This design comes from an exercise in tuning for small area, a short achievable clock period and few clock cycles per item on the open sky130 flow, not from production work. In this exercise RTL edits were held to simulation tests only and were not proved equivalent to the original. Power and IR drop assume default switching activity.

// bresenham_line_stepper_top
module bresenham_line_stepper_top (
    input  wire logic                            aclk,
    input  wire logic                            aresetn,
    input  wire logic                            cfg_wr_en,
    input  wire logic [bls_pkg::CFG_IDX_W-1:0]   cfg_index,
    input  wire logic [bls_pkg::CFG_DATA_W-1:0]  cfg_wdata,
    input  wire logic                            s_tvalid,
    output logic                                 s_tready,
    input  wire logic [103:0]                    s_tdata,
    input  wire logic                            s_tuser,
    output logic                                 m_tvalid,
    input  wire logic                            m_tready,
    output logic [103:0]                         m_tdata,
    output logic                                 m_tuser,
    output logic                                 m_tlast
);
Size in the first run: ~2600 cells after synthesis, ~290 flip-flops, about 250 I/O pins, ~23000 um2 of cells after synthesis.
clock: 8.5 ns
lec_check: 0
cap_margin: 20
core_margin: 2
core_utilization: 40
cts_buf_list: sky130_fd_sc_hd__clkbuf_8
cts_cluster_size: 30
setup_slack_margin: 3.75
slew_margin: 20
standard.sh (not shown) runs the stock make flow with config.mk's settings and CLKGATE_MAP_FILE= SYNTH_SCRIPT=/design/flow/synth_recipe.tcl, a recipe that flattens the netlist after the stock synthesis.
==> flow/flow/run.sh <==
#!/bin/bash
# The standard layout (the standard.sh), with the port buffers made from buf_1 cells
# instead of the buffer that buffer_ports picks by default. Every port still gets a buffer.
set -euo pipefail
export BUFFER_PORTS_ARGS="-buffer_cell sky130_fd_sc_hd__buf_1"
bash standard.sh > standard.log 2>&1
Testbench counts at the start, summed over its fixed seeds: cycles 300,770, items 279,162.
Edit:
--- a/flow/design.v
+++ b/flow/design.v
@@ -239,44 +239,44 @@
     assign wy_in1  = bwin(in_sy, 2'd1);
     assign wy_rg   = bwin(y_reg, rj);
     assign xr_in0  = xrow(bwin(in_sx, 2'd0), bpp_next, bm3, bm5, bm7);
     assign xr_in1  = xrow(bwin(in_sx, 2'd1), bpp_next, bm3, bm5, bm7);
     assign xr_rg   = xrow(bwin(x_reg, rj), bpp_next, bm3, bm5, bm7);
     assign wy      = start ? (skip_in ? wy_in1 : wy_in0) : wy_rg;
     assign xr      = start ? (skip_in ? xr_in1 : xr_in0) : xr_rg;
     function automatic logic [LW-1:0] prow(input logic [2:0] s, input logic [15:0] m);
         logic [16:0] mag;
         mag = s[0] ? {m, 1'b0} : s[1] ? {1'b0, m} : 17'd0;
         prow = {{12{s[2]}}, mag ^ {17{s[2]}}};
     endfunction
-    logic [2:0]    cyh, cyl;
     logic [LW-1:0] lin_base, r_yh, r_yl, r_x, s1, c1, s2, c2, lin_next;
+    logic [LW-1:0] st_p, st_b;
     logic [4:0]    bstep;
     assign bstep = sxn_reg ? -{1'b0, bpp_reg} : {1'b0, bpp_reg};
+    assign st_p  = {{13{syn_reg}}, row_pitch_reg ^ {16{syn_reg}}};
+    assign st_b  = {{24{bstep[4]}}, bstep};
     always_comb begin
         if (busy_reg) begin
-            cyh = syh_reg;
-            cyl = syl_reg;
             lin_base = b0_reg ? '0 : (lin_reg << 4);
-            lin_base[2] = cyh[2];
+            lin_base[2] = syh_reg[2];
             lin_base[0] = xcn_reg;
-            r_x = {{22{xcn_reg}}, {xcm_reg ^ {7{xcn_reg}}}};
+            r_yh = (prow(syh_reg, row_pitch_reg) << 2) | {28'd0, syl_reg[2]};
+            r_yl = prow(syl_reg, row_pitch_reg);
+            r_x  = {{22{xcn_reg}}, {xcm_reg ^ {7{xcn_reg}}}};
         end else begin
-            cyh = 3'b000;
-            cyl = {mv_y && syn_reg, mv_y, 1'b0};
             lin_base = lin_reg;
-            r_x = mv_x ? {{24{bstep[4]}}, bstep} : '0;
+            r_yh = {28'd0, mv_y && syn_reg};
+            r_yl = st_p & {LW{mv_y}};
+            r_x  = st_b & {LW{mv_x}};
         end
-        r_yh = (prow(cyh, row_pitch_reg) << 2) | {28'd0, cyl[2]};
-        r_yl = prow(cyl, row_pitch_reg);
         s1 = lin_base ^ r_yh ^ r_yl;
         c1 = ((lin_base & r_yh) | (lin_base & r_yl) | (r_yh & r_yl)) << 1;
         s2 = s1 ^ c1 ^ r_x;
         c2 = ((s1 & c1) | (s1 & r_x) | (c1 & r_x)) << 1;
         lin_next = sk_add(s2, c2);
     end
     always_ff @(posedge aclk) begin
         if (!aresetn) begin
             vld_reg  <= 1'b0;
             busy_reg <= 1'b0;
             act_reg  <= 1'b0;
         end else begin
The new run finished clean. Sequential share of layout area came out lower by 0.46 points. Register-to-register slack improves by 0.14 ns. Design area came out higher slightly. Wire length came out higher by a few percent. First-iteration DRC count came out higher by a few percent. Clock power stays flat. Count of clock-buffer cells in the layout came out lower by 1. Global-route usage came out higher by 0.76 points. Total power came out lower by a few percent. Cell count came out higher by a few percent. Combinational power came out lower by a little under a tenth. Hold slack stays flat.
Testbench counts after the change, summed over its fixed seeds: cycles 300,770, items 279,162.

==> afterwards: timing with drivers on the ports <==
No port has a modelled driver above. Below, the same layouts with a new extraction and two added sets of constraints.
Step 1 (the two cells are an assumption about what drives the block):
set clk [get_ports {aclk}]
set_driving_cell -lib_cell sky130_fd_sc_hd__clkbuf_16 $clk
set_driving_cell -lib_cell sky130_fd_sc_hd__buf_2 [delete_from_list [all_inputs] $clk]
Step 2, shift: input delay + t, output delay - t, t = (earliest + latest rising clock arrival at the registers) / 2. This alone moves slack from input paths to output paths.
a / b / c = ideal / step 1 / step 2; a / b = the first two.
run | shift t [ns] | setup WS [ns] | worst register clock-pin slew, ns | pins driven straight from the clock port
the first run | 0.737 | 3.675 / 3.675 / 3.253 | 0.07 / 0.07 | 1
the second run | 0.727 | 3.813 / 3.813 / 3.274 | 0.07 / 0.07 | 1
After both steps every run listed still meets setup and hold. The setup slack of the second run, which loses most, moves by 0.000 ns with the drivers and by -0.539 ns with both steps.
